Background: an optimization exercise with open tools, aiming at small area, a short achievable clock period and few clock cycles. Do not read the settings as production practice. RTL that was checked went through simulation tests only; none was proved equivalent to the original. Only the layout flow was run in run 1; the RTL was not checked for function there. Power figures rest on the tool's default switching activity, not on a simulated workload.

File: flow/config.mk
export PLATFORM = sky130hd
export DESIGN_NAME = flexka
export DESIGN_NICKNAME = flexka
export VERILOG_FILES = /design/flow/design.v
export SDC_FILE = /design/flow/constraint.sdc
export NUM_CORES = 4
export LEC_CHECK = 0
export CAP_MARGIN = 20
export CORE_MARGIN = 2
export CORE_UTILIZATION = 40
export CTS_CLUSTER_DIAMETER = 90
export CTS_CLUSTER_SIZE = 24
export SETUP_SLACK_MARGIN = 5
export SLEW_MARGIN = 20
File: flow/constraint.sdc
create_clock -name core_clock -period 8.0 [get_ports {clk}]
set_input_delay 1.6000 -clock core_clock [delete_from_list [all_inputs] [get_ports {clk}]]
set_output_delay 1.6000 -clock core_clock [all_outputs]
set_load 0.01 [all_outputs]
File: flow/design.v
package flexka_pkg;
  typedef logic [16-1:0] word_t;
  typedef logic [$clog2(8):0] in_addr_t;
  typedef logic [$clog2(16)-1:0] out_addr_t;
  typedef logic [31:0] cycle_t;
  typedef enum logic [2:0] {
    NONE    = 3'd0,
    SIZE_A  = 3'd1,
    SIZE_B  = 3'd2,
    DATA_A  = 3'd3,
    DATA_B  = 3'd4,
    OUTADDR = 3'd5,
    START   = 3'd6
  } command_e;
  typedef enum logic [1:0] {
    IDLE, CLEAR, MULTIPLY, FLUSH
  } state_e;
endpackage
`timescale 1ns/100ps
module flexka (
  input  logic        clk,
  input  logic        rstn,
  input  logic        cmd_valid,
  input  logic [2:0]  cmd,
  input  logic [15:0] cmd_data,
  output logic [1:0]  flexka_state,
  output logic [15:0] out_data,
  output logic [31:0] elapsed_cycles
);
  localparam logic [2:0] C_SIZE_A = 3'd1, C_SIZE_B = 3'd2, C_DATA_A = 3'd3,
                         C_DATA_B = 3'd4, C_OUTADDR = 3'd5, C_START = 3'd6;
  localparam int AW = 51;
  function automatic logic [95:0] csa48(input logic [47:0] x, y, z);
    csa48 = {((x & y) | (x & z) | (y & z)) << 1, x ^ y ^ z};
  endfunction
  function automatic logic [2*AW-1:0] csaw(input logic [AW-1:0] x, y, z);
    csaw = {((x & y) | (x & z) | (y & z)) << 1, x ^ y ^ z};
  endfunction
  logic [15:0] mem_a [8];
  logic [15:0] mem_b [8];
  logic [2:0]  ptr_a, ptr_b;
  logic start;
  assign start = cmd_valid && cmd == C_START && !flexka_state[0];
  always_ff @(posedge clk) begin
    if (!rstn) begin
      ptr_a <= '0;
      ptr_b <= '0;
    end else if (cmd_valid) begin
      case (cmd)
        C_SIZE_A: ptr_a <= '0;
        C_SIZE_B: ptr_b <= '0;
        C_DATA_A: ptr_a <= ptr_a + 3'd1;
        C_DATA_B: ptr_b <= ptr_b + 3'd1;
        default: ;
      endcase
    end
  end
  always_ff @(posedge clk) begin
    for (int k = 0; k < 8; k++) begin
      if (cmd_valid && cmd == C_DATA_A && ptr_a == 3'(k)) mem_a[k] <= cmd_data;
      if (cmd_valid && cmd == C_DATA_B && ptr_b == 3'(k)) mem_b[k] <= cmd_data;
    end
  end
  logic [2:0] nae1, nae2, d_n1;
  logic [1:0] nbc1;
  logic       na1z, nbh;
  assign d_n1 = cmd_data[2:0] - 3'd1;
  always_ff @(posedge clk) begin
    if (cmd_valid && cmd == C_SIZE_A) begin
      nae1 <= (d_n1 == 3'd0) ? 3'd1 : d_n1;
      nae2 <= (d_n1 == 3'd0) ? 3'd0 : d_n1 - 3'd1;
      na1z <= d_n1 == 3'd0;
    end
    if (cmd_valid && cmd == C_SIZE_B) begin
      nbc1 <= d_n1[2:1];
      nbh  <= !d_n1[0];    
    end
  end
  logic        act, a_first;
  logic [3:0]  ck, klast, k2;
  logic [2:0]  ci, si, ni, nsi;
  logic [1:0]  cc, sc, nc, nsc;
  logic [3:0]  nk;
  logic [15:0] opa0, opa1;   
  logic [31:0] opb;
  logic        ce, last, adv, run_next;
  assign klast = 4'(nae1) + {1'b0, nbc1, 1'b0};
  assign ce    = (cc == 2'd0) || (ci >= nae2);
  assign last  = ce && (ck == klast);
  assign adv   = act && !last;
  assign run_next = start || adv;
  assign k2  = ck + 4'd2;
  assign nsc = (k2[3:1] > {1'b0, nbc1}) ? nbc1 : k2[2:1];
  assign nsi = 3'(k2 - {1'b0, nsc, 1'b0});
  always_comb begin
    nk = '0; ni = '0; nc = '0;
    if (adv) begin
      if (!ce) begin
        nk = ck; ni = ci + 3'd2; nc = cc - 2'd1;
      end else begin
        nk = ck + 4'd1; ni = si; nc = sc;
      end
    end
  end
  always_ff @(posedge clk) begin
    if (!rstn) act <= 1'b0;
    else act <= run_next;
    a_first <= start;
    ck <= nk;
    ci <= ni;
    cc <= nc;
    if (!adv) begin
      si <= 3'd1;
      sc <= 2'd0;
    end else if (ce) begin
      si <= nsi;
      sc <= nsc;
    end
    opa0 <= (!run_next || (na1z && ni[0])) ? 16'd0 : mem_a[ni];
    opa1 <= (!run_next || (na1z && ni[0])) ? 16'd0 : mem_a[ni];
    opb  <= {(nc == nbc1 && nbh) ? 16'd0 : mem_b[{nc, 1'b1}], mem_b[{nc, 1'b0}]};
  end
  logic [47:0] pp [16];
  logic [47:0] l1 [11];
  logic [47:0] l2 [8];
  logic [47:0] l3 [6];
  logic [47:0] l4 [4];
  always_comb begin
    for (int k = 0; k < 16; k++)
      pp[k] = {16'd0, (opa1[k] ? opb[31:16] : 16'd0), (opa0[k] ? opb[15:0] : 16'd0)} << k;
    for (int g = 0; g < 5; g++) {l1[2*g+1], l1[2*g]} = csa48(pp[3*g], pp[3*g+1], pp[3*g+2]);
    l1[10] = pp[15];
    for (int g = 0; g < 3; g++) {l2[2*g+1], l2[2*g]} = csa48(l1[3*g], l1[3*g+1], l1[3*g+2]);
    l2[6] = l1[9];
    l2[7] = l1[10];
    for (int g = 0; g < 2; g++) {l3[2*g+1], l3[2*g]} = csa48(l2[3*g], l2[3*g+1], l2[3*g+2]);
    l3[4] = l2[6];
    l3[5] = l2[7];
    for (int g = 0; g < 2; g++) {l4[2*g+1], l4[2*g]} = csa48(l3[3*g], l3[3*g+1], l3[3*g+2]);
  end
  logic [47:0]   br [4];
  logic          b_first, b_ce, b_last, pend;
  logic [AW-1:0] acc_s, acc_c;
  always_ff @(posedge clk) begin
    if (!rstn) begin
      b_ce   <= 1'b0;
      b_last <= 1'b0;
    end else begin
      b_ce   <= act && ce && !last;
      b_last <= act && last;
    end
    b_first <= a_first;
    for (int k = 0; k < 4; k++) br[k] <= l4[k];
  end
  logic [AW-1:0] x_s, x_c, t1s, t1c, t2s, t2c, t3s, t3c, t4s, t4c;
  always_comb begin
    x_s = b_first ? '0 : pend ? AW'(acc_s[AW-1:16]) : acc_s;
    x_c = b_first ? '0 : pend ? AW'(acc_c[AW-1:16]) : acc_c;
    {t1c, t1s} = csaw(AW'(br[0]), AW'(br[1]), AW'(br[2]));
    {t2c, t2s} = csaw(AW'(br[3]), x_s, x_c);
    {t3c, t3s} = csaw(t1s, t1c, t2s);
    {t4c, t4s} = csaw(t2c, t3s, t3c);
  end
  always_ff @(posedge clk) begin
    acc_s <= t4s;
    acc_c <= t4c;
    pend  <= b_ce;
  end
  logic        c_v;
  logic [3:0]  wk;
  logic        cout_r;
  logic [15:0] mem_p [13];
  logic [16:0] wsum;
  assign c_v  = pend;
  assign wsum = 17'(acc_s[15:0]) + 17'(acc_c[15:0]) + 17'(cout_r);
  always_ff @(posedge clk) begin
    if (start) begin
      wk     <= '0;
      cout_r <= 1'b0;
    end else if (c_v) begin
      wk     <= wk + 4'd1;
      cout_r <= wsum[16];
    end
    for (int k = 0; k < 13; k++)
      if (c_v && wk == 4'(k)) mem_p[k] <= wsum[15:0];
  end
  logic       busy;
  logic [5:0] cnt;
  always_ff @(posedge clk) begin
    if (!rstn) begin
      busy <= 1'b0;
      cnt  <= '0;
    end else begin
      if (start) busy <= 1'b1;
      else if (b_last) busy <= 1'b0;
      if (start) cnt <= '0;
      else if (busy) cnt <= cnt + 6'd1;
    end
  end
  logic [3:0]  ra0, ra1;
  logic [4:0]  rd;
  logic [15:0] out_q;
  logic [47:0] top;
  assign top = acc_s[47:0] + acc_c[47:0] + 48'(cout_r);
  assign rd  = 5'(ra1) - 5'(wk);
  always_ff @(posedge clk) begin
    if (!rstn) begin
      ra0 <= '0;
      ra1 <= '0;
    end else begin
      if (cmd_valid && cmd == C_OUTADDR) ra0 <= cmd_data[3:0];
      ra1 <= ra0;
    end
    if (rd[4]) out_q <= mem_p[ra1];
    else if (rd == 5'd0) out_q <= top[15:0];
    else if (rd == 5'd1) out_q <= top[31:16];
    else if (rd == 5'd2) out_q <= top[47:32];
    else out_q <= '0;
  end
  assign flexka_state   = {1'b0, busy};
  assign out_data       = out_q;
  assign elapsed_cycles = {26'b0, cnt};
endmodule
File: flow/run.sh
#!/bin/bash
# synth_recipe.tcl (not shown) runs the flow's synth.tcl, then flattens the netlist and writes it again
# the make line also repeats each setting of config.mk as NAME=value (left out here)
make -C /OpenROAD-flow-scripts/flow DESIGN_CONFIG=/design/flow/config.mk WORK_HOME=/design/flow/orfs CLKGATE_MAP_FILE= SYNTH_SCRIPT=/design/flow/synth_recipe.tcl finish
==> results of run 1 <==
-- placed cells by master (no fill, tap or decap), drive strengths merged, types with 21 or more instances in the layout --
cell type    count
a22oi           78
and3            24
a31oi           27
a21oi          101
fa             514
nor3            25
dfxtp          361
conb            27
nand2          423
nand4           28
o22ai           33
xor2            22
inv            580
clkbuf          78
nor2           188
dlygate4sd2     23
a211oi          28
and2           383
o21ai           72
buf            144
a221oi          23
mux2i           85
nand3           36
ha             151
xnor2           38
a21o            21
edfxtp         474
-- synthesized netlist by cell type (22+ instances only) --
cell type	count
xor2_1	22
o21ai_0	68
a221oi_1	23
inv_1	566
nor3_1	23
mux2i_1	83
edfxtp_1	474
a31oi_1	26
clkbuf_1	164
dfxtp_1	361
a22oi_1	77
a21oi_1	100
a211oi_1	26
and3_1	23
xnor2_1	38
nor2_1	187
fa_1	514
buf_4	30
nand2_1	423
nand3_1	36
and2_1	383
o22ai_1	33
nand4_1	28
ha_1	151
-- cell families after synthesis --
| group | after synthesis | share of synthesized area, % |
|---|---|---|
| mux | 90 | 1.94 |
| simple gates | 1166 | 12.2 |
| fa+ha+maj | 665 | 25.8 |
| flops | 835 | 45.5 |
| other cells | 1 | 0.00795 |
| compound gates | 475 | 6.88 |
| xor+xnor | 60 | 1.11 |
| buf+inv | 781 | 6.50 |
-- report_power, final --
| part | internal, mW | total, mW | switching (mW) |
|---|---|---|---|
| combinational | 1.50 | 3.92 | 2.42 |
| sequential | 5.15 | 5.58 | 0.429 |
| clock | 1.23 | 2.82 | 1.59 |
| total | 7.87 | 12.3 | 4.44 |
-- registers in the layout, summed over array words and instances (netlist names), 4 cells and up --
signal / flops
wk: 4
br: 151
mem_p: 208
ra1: 4
cnt: 6
out_q: 16
ck: 4
mem_b: 128
opa0: 16
acc_c: 49
mem_a: 128
opb: 32
acc_s: 51
ra0: 4
-- worst max-delay path: cells and delay by family (launching register included) --
family	cells	cell delay [ns]
adder cells (fa/ha/maj)	2	0.62
flip-flops	1	0.41
XOR/XNOR	1	0.15
AO/OA/AOI/OAI	3	0.96
buffers and inverters	4	0.54
AND/OR/NAND/NOR	2	0.31
-- cell type report --
class	count	share of cell area, %
timing repair buffer	200	4.54
inverter	567	3.98
multi-input combinational	2485	44.5
clock buffer	67	2.44
clock inverter	22	0.573
tap	1524	3.56
sequential	835	40.4
-- timing repair --
item                                    CTS  global route
pin swaps                                24            88
cloned                                    2            19
gates resized for setup                 163           275
endpoints found under the setup margin  437           334
setup buffers                            39            47
-- metal layers --
layer / share of wire [%] / global-route usage [%]
met5: 0 / 0
met4: 2.9 / 5.39
met3: 6.1 / 2.71
met2: 47 / 32.6
met1: 44 / 28.3
-- how the worst max path moves through the flow --
| stage | startpoint | to | slack [ns] | depth (start not counted) |
|---|---|---|---|---|
| after global routing | nbc1[0]$_DFFE_PP_ | opa0[6]$_SDFF_PP0_ | 4.77 | 12 |
| after detailed placement | cmd_valid | mem_b[0][14]$_DFFE_PP_ | 3.64 | 5 |
| after floorplan | cmd_valid | mem_b[3][0]$_DFFE_PP_ | 5.02 | 4 |
| after global placement | cmd_valid | mem_b[2][13]$_DFFE_PP_ | 3.72 | 5 |
| final | nbc1[0]$_DFFE_PP_ | opa0[7]$_SDFF_PP0_ | 4.89 | 12 |
| after CTS | nbc1[0]$_DFFE_PP_ | opa0[11]$_SDFF_PP0_ | 4.92 | 12 |
-- metrics by stage --
step | util [%] | hold WS (ns)
after floorplan | - | 0.310
after global placement | 42.2 | 0.310
after detailed placement | 42.2 | 0.319
after CTS | 44.4 | 0.336
after global routing | 45.9 | 0.343
final | 45.9 | 0.332
==> key figures, run 1 <==
Status
  • Result of the run: no timing/DRC/antenna violations

Min path
  • Depth of the worst hold-timing path: 0
  • Worst min-delay path class: flip-flop to flip-flop
  • End of the worst hold path: pend$_DFF_P_
  • Hold path startpoint: b_ce$_SDFF_PN0_

Worst setup path
  • Setup crit start kind: flip-flop
  • Critical Path Slowest Stage Cell: a222oi_1
  • Longest individual stage delay on the worst path: 0.61 ns
  • Slack of the worst reg-to-reg path: 4.89 ns
  • Data required time of the critical path: ~8.5 ns
  • Maximum fanout count along the critical path: 8
  • Most used cell, CP: buf_12
  • Type of the worst setup path: flip-flop to flip-flop
  • Crit. End Element: flip-flop
  • Worst reg2reg path endpoint: opa0[7]$_SDFF_PP0_
  • Worst path arrival time: 3.65 ns
  • Number of cell instances on the worst register-to-register path: 12
  • Origin of the critical flop-to-flop path: nbc1[0]$_DFFE_PP_
  • CP Cell Sequence: ha_2, inv_2, fa_2, xnor2_2, nor4_2, inv_1, o21ai_4, buf_12, nor3_4, buf_12, a222oi_1, a31oi_1

Placement
  • Detailed Place HPWL: 82.9 mm
  • Area of placed instances: roughly 49,000 um^2
  • Number of placed instances with taps included: between 5,000 and 6,000
  • Port bufs: 44
  • GP Congestion: 0.890
  • Placement-stage worst setup slack: ~3.6 ns

Timing
  • Setup repair after global routing missed its margin: true
  • Number of hold-slack violations in the final timing report: 0
  • Post-Route Skew: 0.0459 ns
  • Min Clock Period, post-route: around 3.1 ns
  • Total Negative Setup Slacks: 0 ns
  • Count of final max-slew check failures: 0
  • Slew @ Worst Pin: 1.13 ns
  • Crit share post-route: 38.9%
  • F_max: 321 MHz
  • PnR worst setup slack: around 4.9 ns
  • Slew margin rel.: between 20% and 30%
  • Final setup viols: 0

Yosys
  • Yosys warning total: 10
  • Ranking of synthesized cells by area: edfxtp_1 (30%), fa_1 (22%), dfxtp_1 (15%), and2_1 (5.1%), inv_1 (4.5%)
  • Register bit count reported by yosys: 835
  • Count of cell types in the netlist: 78
  • Largest area contributor in the netlist: edfxtp_1
  • Mean cell area of the mapped netlist: 11.6 um^2
  • Fraction of post-synthesis cell area in the top cell type by area: 30.2%
  • Dominant register cell in the synthesized netlist: edfxtp_1
  • Sequential share of the synthesized area: a little under half
  • Synthesized instance count: 4,073
  • Synth async-reset ratio: 0%
  • Number of synthesized flops with an enable pin: 474
  • Mapped Area: 47,200 um^2

Final layout
  • P&R area growth vs syn: 13.5%
  • FF+latch area: 21,600 um^2
  • Ratio of cells with drive above 1 in the final layout: between 10 and 15%
  • Layout Cell Area excl Fill: 53,500 um^2
  • Number of fill cells in the layout: roughly 10,000
  • Diode insertion count for antenna repair: 0
  • Count of nets after finishing: 4,825
  • Area taken by multi-input logic gates: 23,800 um^2
  • Non-Filler Instances: 5,700

Power and ir drop
  • Power after layout: 12.3 mW
  • Static Leakage: 21.1 nW
  • Worst IR drop on VDD: 0.000196 V
  • Power Density: 230 nW/um^2

CTS
  • Maximum clock insertion buffer count: 3
  • Number of clock sinks seen by CTS: 835
  • Clock tree from TritonCTS: built
  • Deepest level of the CTS H-tree: 2
  • Clock tree root buffer cell: clkbuf_16
  • Clock insertion delay at the later pin of the skew report: 0.70 ns
  • Number of buffers added by the clock tree synthesis step: 49
  • Hold bufs inserted after CTS: 0
  • Worst-path clk slew: around 0.1 ns

Route
  • DRC violations left: 0
  • Detail-routed net length per standard cell: 22.2 um
  • Vias per cell: between 5 and 6
  • Total detailed-routing wirelength: 127 mm
  • Drt first-iter violations: between 2,000 and 3,000
  • Routed vias: 29,458
  • Number of nets still failing antenna checks after routing: 0
  • First-pass DRT Iterations: 6

Floorplan
  • Die extent in y: 347 um
  • Boundary Pins: 72
  • Count of standard-cell rows: roughly 130
  • Die outline area: 121,000 um^2
  • Core Region: 117,000 um^2
  • Width of the die: approximately 350 um
  • Initial cell density of the core: 40.5%

Global route
  • Largest net degree at the start of global routing: 72
  • Via count of the first global-routing pass: roughly 30,000
  • GRT Resource Usage Total: 20.1%
  • Global-route wire length before repair: 186 mm
  • Total congestion overflow after global routing: 0
  • Number of antenna violations at the first check in global routing: 6

Job
  • Max-cap check violation count: 0
==> inputs of run 2 (changes only) <==
--- a/flow/design.v
+++ b/flow/design.v
@@ -83,10 +83,10 @@
   logic [3:0]  nk;
   logic [15:0] opa0, opa1;   
   logic [31:0] opb;
-  logic        ce, last, adv, run_next;
+  logic        ce, last, adv, run_next, lastcol;
   assign klast = 4'(nae1) + {1'b0, nbc1, 1'b0};
   assign ce    = (cc == 2'd0) || (ci >= nae2);
-  assign last  = ce && (ck == klast);
+  assign last  = ce && lastcol;    
   assign adv   = act && !last;
   assign run_next = start || adv;
   assign k2  = ck + 4'd2;
@@ -112,9 +112,11 @@
     if (!adv) begin
       si <= 3'd1;
       sc <= 2'd0;
+      lastcol <= 1'b0;
     end else if (ce) begin
       si <= nsi;
       sc <= nsc;
+      lastcol <= ck + 4'd1 == klast;
     end
     opa0 <= (!run_next || (na1z && ni[0])) ? 16'd0 : mem_a[ni];
     opa1 <= (!run_next || (na1z && ni[0])) ? 16'd0 : mem_a[ni];
==> key figures, run 2 <==
Status
  • Result of the run: no timing/DRC/antenna violations

CTS
  • Hold bufs inserted after CTS: 0 (unchanged)
  • Number of buffers added by the clock tree synthesis step: 48 (-2.0%)
  • Clock tree root buffer cell: clkbuf_16
  • Clock insertion delay at the later pin of the skew report: 0.68 ns (-0.02 ns)
  • Maximum clock insertion buffer count: 3 (unchanged)
  • Worst-path clk slew: 0.10 ns (about the same)
  • Number of clock sinks seen by CTS: 836 (+0.12%)
  • Clock tree from TritonCTS: built
  • Deepest level of the CTS H-tree: 2 (unchanged)

Timing
  • Slew @ Worst Pin: 1.17 ns (+0.0405 ns)
  • Count of final max-slew check failures: 0 (unchanged)
  • Post-Route Skew: 0.0447 ns (-0.00124 ns)
  • Crit share post-route: 38.1% (-0.81 points)
  • Slew margin rel.: 21.8% (-2.7 points)
  • F_max: 328 MHz (+2.1%)
  • Total Negative Setup Slacks: 0 ns (unchanged)
  • Setup repair after global routing missed its margin: true
  • Final setup viols: 0 (unchanged)
  • Number of hold-slack violations in the final timing report: 0 (unchanged)
  • PnR worst setup slack: 4.95 ns (+0.0648 ns)
  • Min Clock Period, post-route: 3.05 ns (-0.0648 ns)

Power and ir drop
  • Internal power of the cells: 7.79 mW (-0.99%)
  • Fraction of power consumed by the clock network: 23.0% (about the same)
  • Power Density: 227 nW/um^2 (-1.1%)
  • Sw frac: 35.6% (-0.46 points)
  • Power share of the combinational group: 30.9% (-0.9 points)
  • Power after layout: 12.1 mW (-1.7%)
  • Worst IR drop on VDD: 0.000179 V (-8.7%)
  • Net switching power: 4.31 mW (-3.0%)
  • Part of the power in registers: 46.0% (+0.7 points)
  • Static Leakage: 21.1 nW (-0.22%)

Yosys
  • Register bit count reported by yosys: 836 (+0.12%)
  • Largest area contributor in the netlist: edfxtp_1
  • Ranking of synthesized cells by area: edfxtp_1 (30%), fa_1 (22%), dfxtp_1 (15%), and2_1 (5.1%), inv_1 (4.5%)
  • Synthesized instance count: 4,001 (-1.8%)
  • Synth async-reset ratio: 0% (unchanged)
  • Ranking of synthesized cells by instance count: inv_1 (558), fa_1 (514), edfxtp_1 (474)
  • Sequential share of the synthesized area: 45.7% (+0.22 points)
  • Dominant register cell in the synthesized netlist: edfxtp_1
  • Mapped Area: 47,000 um^2 (-0.38%)
  • Number of synthesized flops with an enable pin: 474 (unchanged)
  • Yosys warning total: 10 (unchanged)
  • Fraction of post-synthesis cell area in the top cell type by area: 30.3% (+0.12 points)
  • Count of cell types in the netlist: 78 (unchanged)
  • Mean cell area of the mapped netlist: 11.7 um^2 (+1.4%)
  • Most common cell in the netlist: inv_1

Floorplan
  • Die extent in y: 347 um (-0.19%)
  • Die outline area: 120,000 um^2 (-0.38%)
  • Count of standard-cell rows: 125 (unchanged)
  • Initial cell density of the core: 40.4% (-0.10 points)
  • Core Region: 116,000 um^2 (-0.13%)
  • Boundary Pins: 72 (unchanged)
  • Width of the die: 347 um (-0.19%)

Final layout
  • Top reg by flops: mem_p
  • Ratio of cells with drive above 1 in the final layout: 12.2% (-0.74 points)
  • Layout Cell Area excl Fill: 53,200 um^2 (-0.63%)
  • Most frequent cells in the layout: inv_1 (542), fa_1 (495), edfxtp_1 (474)
  • Largest registers: mem_p (208), br (151)
  • P&R area growth vs syn: 13.2%
  • Flip-flop count of the largest register after layout: 208 (unchanged)
  • Most common cell after layout, fill and taps aside: inv_1
  • Count of nets after finishing: 4,759 (-1.4%)
  • Non-Filler Instances: 5,636 (-1.1%)

Worst setup path
  • Maximum fanout count along the critical path: 8 (unchanged)
  • Longest individual stage delay on the worst path: 0.55 ns (-0.06 ns)
  • Crit path max-delay family: adder cells
  • Crit. End Element: flip-flop
  • Data required time of the critical path: 8.62 ns (+0.09 ns)
  • Most used cell, CP: fa_1
  • Worst path arrival time: 3.67 ns (+0.02 ns)
  • Setup crit start kind: flip-flop
  • Buf+Inv Stages, Crit Path: 4 (unchanged)
  • Critical Path Slowest Stage Cell: fa_2
  • Type of the worst setup path: flip-flop to flip-flop
  • CP Cell Sequence: clkbuf_16, buf_12, and2_1, fa_1, fa_1, inv_1, fa_1, inv_1, fa_2

Route
  • Detail-routed net length per standard cell: 22.3 um (+0.12%)
  • Vias per cell: 5.18 (+0.33%)
  • Total detailed-routing wirelength: 125 mm (-1.0%)
  • Routed vias: 29,222 (-0.80%)
  • Number of nets still failing antenna checks after routing: 0 (unchanged)
  • DRC violations left: 0 (unchanged)
  • Drt first-iter violations: 2,818 (+9.5%)
  • First-pass DRT Iterations: 8 (+2)

Global route
  • GRT Resource Usage Total: 20.0% (-0.025 points)
  • Number of antenna violations at the first check in global routing: 8 (+2)
  • Global-route wire length before repair: 185 mm (-0.38%)
  • Total congestion overflow after global routing: 0 (unchanged)
  • Via count of the first global-routing pass: 30,059 (-0.24%)
  • Largest net degree at the start of global routing: 71 (-1.4%)

Placement
  • Port bufs: 44 (unchanged)
  • Detailed Place HPWL: 81.6 mm (-1.5%)
  • Area of placed instances: 48,900 um^2 (-0.46%)
  • Number of placed instances with taps included: 5,423 (-1.4%)
  • GP Congestion: 0.878 (-1.4%)
  • Placement-stage worst setup slack: 3.89 ns (+0.244 ns)

Min path
  • Worst min-delay path class: flip-flop to flip-flop

Job
  • Max-cap check violation count: 0 (unchanged)
run 2: cell type report:
cell class | instances | area, um^2
diodes | 2 | 5.00
multi-input cells | 2432 | 23500
clock inverters | 17 | 273
well taps | 1524 | 1910
inverters | 558 | 2090
repair buffers | 196 | 2430
fillers | 10588 | 63200
clock buffers | 71 | 1320
flip-flops and latches | 836 | 21700
run 2: metrics by stage:
step / utilization [%] / hold WS (ns)
finish: 45.7 / 0.358
global route: 45.7 / 0.359
CTS: 44.5 / 0.361
detailed placement: 42.1 / 0.316
global placement: 42.0 / 0.311
floorplan: - / 0.310
run 2: logic make-up (layout without fill, tap and decap cells):
kind of cell               Yosys count  count (layout)  synth area share (%)
buffers and inverters              764             842                  6.40
muxes                               96              96                  2.05
DFF                                836             836                  45.7
adders and majority gates          665             665                  25.9
AOI/OAI and AO/OA                  481             484                  6.99
other                                1              29               0.00798
xor gates and xnor gates            68              68                  1.27
and+or+nand+nor                   1090            1092                  11.6
run 2: timing repair:
item / 4_1_cts / 5_1_grt
setup endpoints to repair: 543 / 399
pin swaps: 16 / 118
resized for setup: 152 / 197
setup buffers: 59 / 42
cloned: 3 / 18
hold endpoints to repair: 0 / 0
run 2: metal layers:
layer | GRT usage (%) | vias to the layer above | wire (um)
met4 | 5.90 | 0 | 4580
met2 | 33.6 | 1006 | 59800
met1 | 27.4 | 14830 | 53400
li1 | - | 13197 | -
met3 | 2.33 | 189 | 7610
met5 | 0 | - | 0
run 2: final timing paths:
path,from,end,slack (ns),cells after the start
worst max register to register,opa0[9]$_SDFF_PP0_,br[0][13]$_DFF_P_,4.95,9
worst min register to register,a_first$_DFF_P_,b_first$_DFF_P_,0.36,0
worst min-delay path,a_first$_DFF_P_,b_first$_DFF_P_,0.36,0
worst max-delay path,opa0[9]$_SDFF_PP0_,br[0][13]$_DFF_P_,4.95,9
run 2: power groups by stage:
stage | Sequential [mW] | Clock (mW) | Combinational [mW]
2_1_floorplan | 5.44 | 0 | 2.43
3_3_place_gp | 5.68 | 0 | 3.40
3_5_place_dp | 5.68 | 0 | 3.49
4_1_cts | 5.56 | 2.86 | 3.57
5_1_grt | 5.60 | 3.00 | 4.22
6_report | 5.57 | 2.79 | 3.74
Testbench counts of run 2, summed over its fixed seeds: cycles 10,014.
==> inputs of run 3 (changes only) <==
--- a/flow/config.mk
+++ b/flow/config.mk
@@ -8,7 +8,7 @@
 export CAP_MARGIN = 20
 export CORE_MARGIN = 2
 export CORE_UTILIZATION = 40
-export CTS_CLUSTER_DIAMETER = 90
-export CTS_CLUSTER_SIZE = 24
+export CTS_CLUSTER_DIAMETER = 80
+export CTS_CLUSTER_SIZE = 20
 export SETUP_SLACK_MARGIN = 5
 export SLEW_MARGIN = 20
==> key figures, run 3 <==
Placement
  • Placement-stage worst setup slack: 3.89 ns (unchanged)
  • GP Congestion: 0.878 (unchanged)
  • Area of placed instances: 48,900 um^2 (unchanged)
  • Detailed Place HPWL: 81.6 mm (unchanged)
  • Number of placed instances with taps included: 5,423 (unchanged)
  • Port bufs: 44 (unchanged)

Worst setup path
  • Longest individual stage delay on the worst path: 0.56 ns (about the same)
  • CP Cell Sequence: buf_12, buf_16, and2_4, fa_1, fa_1, inv_2, fa_2, inv_1, fa_2
  • Setup crit start kind: flip-flop
  • Type of the worst setup path: flip-flop to flip-flop
  • Maximum fanout count along the critical path: 8 (unchanged)
  • Data required time of the critical path: 8.64 ns (+0.02 ns)
  • Worst path arrival time: 3.73 ns (+0.06 ns)
  • Critical Path Slowest Stage Cell: fa_1
  • Crit. End Element: flip-flop

Yosys
  • Combinational family with the most area after synthesis: adder cells
  • Dominant register cell in the synthesized netlist: edfxtp_1
  • Register bit count reported by yosys: 836 (unchanged)
  • Most common cell in the netlist: inv_1
  • Ranking of synthesized cells by area: edfxtp_1 (30%), fa_1 (22%), dfxtp_1 (15%), and2_1 (5.1%), inv_1 (4.5%)
  • Ranking of synthesized cells by instance count: inv_1 (558), fa_1 (514), edfxtp_1 (474)
  • Compound-Gate Fraction of Synth Area: 6.99% (unchanged)
  • Post-synthesis share of cell area spent on xor and xnor gates: 1.27% (unchanged)
  • Synthesized-area fraction occupied by adder cells: 25.9% (unchanged)
  • Mapped Area: 47,000 um^2 (unchanged)
  • Synth async-reset ratio: 0% (unchanged)
  • Yosys warning total: 10 (unchanged)
  • Largest area contributor in the netlist: edfxtp_1
  • Share of synthesized area spent on multiplexers: 2.05% (unchanged)
  • Number of synthesized flops with an enable pin: 474 (unchanged)
  • Fraction of post-synthesis cell area in the top cell type by area: 30.3% (unchanged)
  • Count of cell types in the netlist: 78 (unchanged)
  • Sequential share of the synthesized area: 45.7% (unchanged)
  • Synthesized instance count: 4,001 (unchanged)
  • Synthesized-area fraction occupied by and/or/nand/nor cells: 11.6% (unchanged)
  • Mean cell area of the mapped netlist: 11.7 um^2 (unchanged)

CTS
  • Number of clock sinks seen by CTS: 836 (unchanged)
  • Hold bufs inserted after CTS: 0 (unchanged)
  • Deepest level of the CTS H-tree: 2 (unchanged)
  • Clock insertion delay at the later pin of the skew report: 0.70 ns (+0.02 ns)
  • Maximum clock insertion buffer count: 3 (unchanged)
  • Number of buffers added by the clock tree synthesis step: 54 (+13%)
  • Clock tree root buffer cell: clkbuf_16
  • Clock tree from TritonCTS: built
  • Worst-path clk slew: 0.09 ns (about the same)

Floorplan
  • Core Region: 116,000 um^2 (unchanged)
  • Die extent in y: 347 um (unchanged)
  • Initial cell density of the core: 40.4% (unchanged)
  • Width of the die: 347 um (unchanged)
  • Boundary Pins: 72 (unchanged)
  • Count of standard-cell rows: 125 (unchanged)
  • Die outline area: 120,000 um^2 (unchanged)

Route
  • Number of nets still failing antenna checks after routing: 0 (unchanged)
  • Drt first-iter violations: 2,609 (-7.4%)
  • Detail-routed net length per standard cell: 22.4 um (+0.56%)
  • Vias per cell: 5.22 (+0.64%)
  • Routed vias: 29,570 (+1.2%)
  • First-pass DRT Iterations: 6 (-2)
  • DRC violations left: 0 (unchanged)
  • Total detailed-routing wirelength: 127 mm (+1.1%)

Global route
  • Number of antenna violations at the first check in global routing: 3 (-5)
  • Via count of the first global-routing pass: 30,383 (+1.1%)
  • Global-route wire length before repair: 189 mm (+2.2%)
  • Total congestion overflow after global routing: 0 (unchanged)
  • Largest net degree at the start of global routing: 71 (unchanged)
  • GRT Resource Usage Total: 20.6% (+0.55 points)

Final layout
  • P&R area growth vs syn: 14.5%
  • Util after Layout: 46.2% (+0.53 points)
  • Ratio of cells with drive above 1 in the final layout: 14.4% (+2.2 points)
  • Non-Filler Instances: 5,667 (+0.55%)
  • Largest registers: mem_p (208), br (151)
  • Most common cell after layout, fill and taps aside: inv_1
  • Layout Cell Area excl Fill: 53,800 um^2 (+1.2%)
  • Count of nets after finishing: 4,782 (+0.48%)
  • Most frequent cells in the layout: inv_1 (510), edfxtp_1 (474), fa_1 (465)
  • Number of fill cells in the layout: 10,537 (-0.48%)
  • Top reg by flops: mem_p
  • Flip-flop count of the largest register after layout: 208 (unchanged)

Timing
  • Worst hold slack: 0.343 ns (-0.0151 ns)
  • Setup repair after global routing missed its margin: true
  • Count of final max-slew check failures: 0 (unchanged)
  • Slew @ Worst Pin: 1.16 ns (-0.0167 ns)
  • F_max: 324 MHz (-1.4%)
  • PnR worst setup slack: 4.91 ns (-0.0430 ns)
  • Final setup viols: 0 (unchanged)
  • Slew margin rel.: 23.0% (+1.1 points)
  • Min Clock Period, post-route: 3.09 ns (+0.0430 ns)
  • Total Negative Setup Slacks: 0 ns (unchanged)
  • Crit share post-route: 38.6% (+0.54 points)
  • Number of hold-slack violations in the final timing report: 0 (unchanged)
  • Post-Route Skew: 0.0552 ns (+0.0105 ns)

Power and ir drop
  • Worst IR drop on VDD: 0.000179 V (about the same)
  • Static Leakage: 21.3 nW (+0.79%)
  • Power Density: 228 nW/um^2 (+0.35%)
  • Power after layout: 12.3 mW (+1.5%)

Min path
  • Worst min-delay path class: flip-flop to flip-flop

Job
  • Max-cap check violation count: 0 (unchanged)

Status
  • Result of the run: no timing/DRC/antenna violations
[run 3: cell count changes in the layout (fill, tap and decap cells not counted), moves of 10 or more]
| cell | previous run | this run |
|---|---|---|
| and2_1 | 332 | 320 |
| inv_1 | 542 | 510 |
| fa_1 | 495 | 465 |
| and2_4 | 49 | 59 |
| fa_2 | 19 | 49 |
| inv_2 | 16 | 48 |
[run 3: final timing paths]
check,from,end,slack [ns],cells after the start
setup / recovery,opa0[11]$_SDFF_PP0_,br[0][17]$_DFF_P_,4.91,9
hold / removal,a_first$_DFF_P_,b_first$_DFF_P_,0.34,0
setup reg to reg,opa0[11]$_SDFF_PP0_,br[0][17]$_DFF_P_,4.91,9
hold reg to reg,a_first$_DFF_P_,b_first$_DFF_P_,0.34,0
[run 3: cells by family (layout without fill, tap and decap cells)]
kind of cell	after synthesis	count (layout)
AND/OR/NAND/NOR	1090	1092
flip-flops	836	836
buffers and inverters	764	869
adder cells (fa/ha/maj)	665	665
AO/OA/AOI/OAI	481	486
multiplexers	96	96
XOR/XNOR	68	68
other	1	31
[run 3: cell type report]
class	instances	area (um^2)	share of cell area, %
diodes	4	10.0	0.0186
clock buffers	83	1510	2.81
clock inverters	17	258	0.479
multi-input cells	2434	23700	44.0
inverters	558	2090	3.89
repair buffers	211	2740	5.08
well taps	1524	1910	3.54
flip-flops and latches	836	21600	40.2
[run 3: per-layer routing]
layer,part of all wire (%),track usage (%)
met5,0,0
met2,47,34.2
met4,4.8,7.58
met3,6.1,2.77
met1,42,27.6
[run 3: timing repair]
action / 4_1_cts / 5_1_grt
cloned: 12 / 13
endpoints found under the setup margin: 539 / 363
buffers inserted: 83 / 29
pin swaps: 84 / 149
hold endpoints to repair: 0 / 0
gates resized for setup: 206 / 232
[run 3: critical path, delay by kind of cell, from the launching register on]
family                   cells  cell delay, ns
buffers and inverters        4            0.40
adder cells (fa/ha/maj)      4            2.09
AND/OR/NAND/NOR              1            0.14
flip-flops                   1            0.37
[run 3: power breakdown]
| group | switching (mW) | internal (mW) |
|---|---|---|
| logic | 2.35 | 1.41 |
| registers | 0.405 | 5.16 |
| clock network | 1.57 | 1.39 |
==> inputs of run 4 (changes only) <==
--- a/flow/config.mk
+++ b/flow/config.mk
@@ -8,7 +8,7 @@
 export CAP_MARGIN = 20
 export CORE_MARGIN = 2
 export CORE_UTILIZATION = 40
-export CTS_CLUSTER_DIAMETER = 80
-export CTS_CLUSTER_SIZE = 20
+export CTS_CLUSTER_DIAMETER = 110
+export CTS_CLUSTER_SIZE = 30
 export SETUP_SLACK_MARGIN = 5
 export SLEW_MARGIN = 20
==> key figures, run 4 <==
CTS
  • Clock insertion delay at the later pin of the skew report: 0.69 ns (about the same)
  • Clock tree root buffer cell: clkbuf_16
  • Number of clock sinks seen by CTS: 836 (unchanged)
  • Clock tree from TritonCTS: built
  • Worst-path clk slew: 0.12 ns (+0.03 ns)
  • Maximum clock insertion buffer count: 3 (unchanged)
  • Number of buffers added by the clock tree synthesis step: 40 (-26%)
  • Deepest level of the CTS H-tree: 2 (unchanged)

Floorplan
  • Initial cell density of the core: 40.4% (unchanged)
  • Core Region: 116,000 um^2 (unchanged)
  • Width of the die: 347 um (unchanged)
  • Die extent in y: 347 um (unchanged)
  • Count of standard-cell rows: 125 (unchanged)
  • Die outline area: 120,000 um^2 (unchanged)
  • Boundary Pins: 72 (unchanged)

Power and ir drop
  • Part of the power in registers: 46.9% (+1.6 points)
  • Worst IR drop on VDD: 0.000173 V (-3.6%)
  • Sw frac: 36.0% (+0.82 points)
  • Internal power of the cells: 7.59 mW (-4.7%)
  • Net switching power: 4.27 mW (-1.2%)
  • Power share of the combinational group: 31.7% (+1.1 points)
  • Power after layout: 11.9 mW (-3.5%)
  • Static Leakage: 21.3 nW (+0.21%)
  • Power Density: 221 nW/um^2 (-3.3%)
  • Fraction of power consumed by the clock network: 21.4% (-2.7 points)

Timing
  • Min Clock Period, post-route: 3.07 ns (-0.0202 ns)
  • Number of hold-slack violations in the final timing report: 0 (unchanged)
  • Total Negative Setup Slacks: 0 ns (unchanged)
  • Slew margin rel.: 20.7% (-2.3 points)
  • Slew @ Worst Pin: 1.19 ns (+0.0339 ns)
  • Crit share post-route: 38.4% (-0.25 points)
  • Post-Route Skew: 0.0610 ns (+0.00584 ns)
  • Count of final max-slew check failures: 0 (unchanged)
  • F_max: 326 MHz (+0.66%)
  • Final setup viols: 0 (unchanged)
  • Setup repair after global routing missed its margin: true

Final layout
  • Flip-flop count of the largest register after layout: 208 (unchanged)
  • Top reg by flops: mem_p
  • Count of nets after finishing: 4,795 (+0.27%)
  • Ratio of cells with drive above 1 in the final layout: 14.6% (+0.22 points)
  • Most frequent cells in the layout: inv_1 (515), fa_1 (484), edfxtp_1 (474)
  • Largest registers: mem_p (208), br (151)
  • Most common cell after layout, fill and taps aside: inv_1
  • P&R area growth vs syn: 14.3%
  • Number of fill cells in the layout: 10,564 (+0.26%)

Worst setup path
  • Worst path arrival time: 3.70 ns (-0.03 ns)
  • Maximum fanout count along the critical path: 6 (-2)
  • Data required time of the critical path: 8.63 ns (about the same)
  • Setup crit start kind: flip-flop
  • Type of the worst setup path: flip-flop to flip-flop
  • Crit. End Element: flip-flop

Route
  • Drt first-iter violations: 2,616 (+0.27%)
  • Wl on met1: 53.9 mm (+1.5%)
  • Detail-routed net length per standard cell: 22.5 um (+0.53%)
  • Highest metal layer with signal wires: met4
  • Number of nets still failing antenna checks after routing: 0 (unchanged)
  • Total detailed-routing wirelength: 127 mm (+0.46%)
  • Wire length on met2: 60.3 mm (+0.82%)
  • DRC violations left: 0 (unchanged)
  • First-pass DRT Iterations: 7 (+1)
  • Met3 layer wire length in the routed design: 7.60 mm (-1.3%)
  • Routed vias: 29,389 (-0.61%)
  • Vias per cell: 5.19 (-0.54%)

Yosys
  • Fraction of post-synthesis cell area in the top cell type by area: 30.3% (unchanged)
  • Mean cell area of the mapped netlist: 11.7 um^2 (unchanged)
  • Number of synthesized flops with an enable pin: 474 (unchanged)
  • Synthesized instance count: 4,001 (unchanged)
  • Most common cell in the netlist: inv_1
  • Synth async-reset ratio: 0% (unchanged)
  • Ranking of synthesized cells by area: edfxtp_1 (30%), fa_1 (22%), dfxtp_1 (15%), and2_1 (5.1%), inv_1 (4.5%)
  • Dominant register cell in the synthesized netlist: edfxtp_1
  • Count of cell types in the netlist: 78 (unchanged)
  • Mapped Area: 47,000 um^2 (unchanged)
  • Ranking of synthesized cells by instance count: inv_1 (558), fa_1 (514), edfxtp_1 (474)
  • Sequential share of the synthesized area: 45.7% (unchanged)
  • Register bit count reported by yosys: 836 (unchanged)
  • Yosys warning total: 10 (unchanged)
  • Largest area contributor in the netlist: edfxtp_1

Min path
  • Worst min-delay path class: flip-flop to flip-flop

Global route
  • Global-route wire length before repair: 187 mm (-0.81%)
  • Total congestion overflow after global routing: 0 (unchanged)
  • Largest net degree at the start of global routing: 71 (unchanged)
  • GRT Resource Usage Total: 20.4% (-0.20 points)
  • Via count of the first global-routing pass: 30,213 (-0.56%)
  • Number of antenna violations at the first check in global routing: 3 (unchanged)

Placement
  • Port bufs: 44 (unchanged)
  • Detailed Place HPWL: 81.6 mm (unchanged)
  • GP Congestion: 0.878 (unchanged)

Job
  • Max-cap check violation count: 0 (unchanged)

Status
  • Result of the run: no timing/DRC/antenna violations
==> run 4: power by group through the flow <==
stage	combinational [mW]	clock (mW)	sequential, mW
2_1_floorplan	2.43	0	5.44
3_3_place_gp	3.40	0	5.68
3_5_place_dp	3.49	0	5.68
4_1_cts	3.58	2.59	5.56
5_1_grt	4.25	2.74	5.59
6_report	3.76	2.53	5.57
==> run 4: final cells by class <==
| class | instances | area [um^2] | area share [%] |
|---|---|---|---|
| clock inverter | 17 | 294 | 0.547 |
| inverter | 558 | 2090 | 3.90 |
| antenna | 1 | 2.50 | 0.00466 |
| tap | 1524 | 1910 | 3.55 |
| timing repair buffer | 237 | 3010 | 5.61 |
| multi-input combinational | 2435 | 23700 | 44.1 |
| sequential | 836 | 21700 | 40.3 |
| clock buffer | 55 | 1060 | 1.97 |
==> run 4: final timing paths <==
kind / end / slack [ns] / from / depth (start not counted)
min: b_first$_DFF_P_ / 0.36 / a_first$_DFF_P_ / 0
min reg2reg: b_first$_DFF_P_ / 0.36 / a_first$_DFF_P_ / 0
max: br[0][16]$_DFF_P_ / 4.93 / opa0[2]$_SDFF_PP0_ / 9
max reg2reg: br[0][16]$_DFF_P_ / 4.93 / opa0[2]$_SDFF_PP0_ / 9
==> run 4: metal layers <==
| metal | track usage [%] | up-vias |
|---|---|---|
| li1 | - | 13250 |
| met1 | 27.4 | 14945 |
| met2 | 33.6 | 980 |
| met3 | 3.05 | 214 |
| met4 | 7.44 | 0 |
| met5 | 0 | - |
==> run 4: timing repair <==
action                     4_1_cts  5_1_grt
setup endpoints to repair      542      396
hold buffers                     0        0
setup buffers                   71       65
gates resized for setup        185      276
pin swaps                       48      168
cloned                           8       21
==> run 4: cell families after synthesis <==
kind of cell    share of synthesized area, %
xor+xnor                                1.27
other cells                          0.00798
simple gates                            11.6
fa+ha+maj                               25.9
flops                                   45.7
mux                                     2.05
buf+inv                                 6.40
compound gates                          6.99
==> run 4: critical path, cell delays in order, from the launching register on <==
cell and delay, ns:
dfxtp_4 0.38, buf_12 0.14, buf_12 0.14, and2_1 0.17, fa_1 0.55, inv_1 0.06
fa_1 0.46, fa_1 0.51, inv_1 0.07, fa_2 0.56
==> run 4: metrics by stage <==
step / cells / util (%) / cell area, um^2 / hold slack (ns) / worst slack (ns)
2_1_floorplan: 4027 / - / 47100 / 0.310 / 4.99
5_1_grt: 5662 / 46.2 / 53700 / 0.363 / 4.85
4_1_cts: 5574 / 44.6 / 51800 / 0.360 / 4.91
3_5_place_dp: 5423 / 42.1 / 48900 / 0.316 / 3.89
3_3_place_gp: 5423 / 42.0 / 48900 / 0.311 / 3.90
6_report: 5663 / 46.2 / 53700 / 0.360 / 4.93

## what the ideal ports hide
How much do the figures lean on ideal ports? The routed layouts below were timed once more, with nothing changed but the port constraints. Step 1, drivers: a clkbuf_16 drives clk and a buf_2 each remaining input, both assumed. Step 2 also shifts input and output timing later by t, the mid clock arrival at the registers, as if the neighbouring blocks saw the same clock. Slacks: no drivers / after step 1 / after step 2; pairs: no drivers / after step 1.
run | t, ns | slack for setup (ns) | hold slack, ns | clock arrival spread, ns | worst register clock-pin slew, ns
run 1 | 0.751 | 4.888 / 4.888 / 4.323 | 0.332 / 0.332 / 0.332 | 0.056 / 0.056 | 0.10 / 0.10
run 2 | 0.739 | 4.953 / 4.953 / 4.392 | 0.358 / 0.358 / 0.358 | 0.047 / 0.048 | 0.10 / 0.10
run 3 | 0.757 | 4.910 / 4.910 / 4.324 | 0.343 / 0.343 / 0.343 | 0.056 / 0.056 | 0.09 / 0.09
run 4 | 0.733 | 4.930 / 4.930 / 4.362 | 0.360 / 0.360 / 0.360 | 0.070 / 0.070 | 0.12 / 0.12
After both steps every run listed still meets setup and hold. For run 3, which loses most, drivers alone change the setup slack by 0.000 ns; drivers and shift together by -0.586 ns.
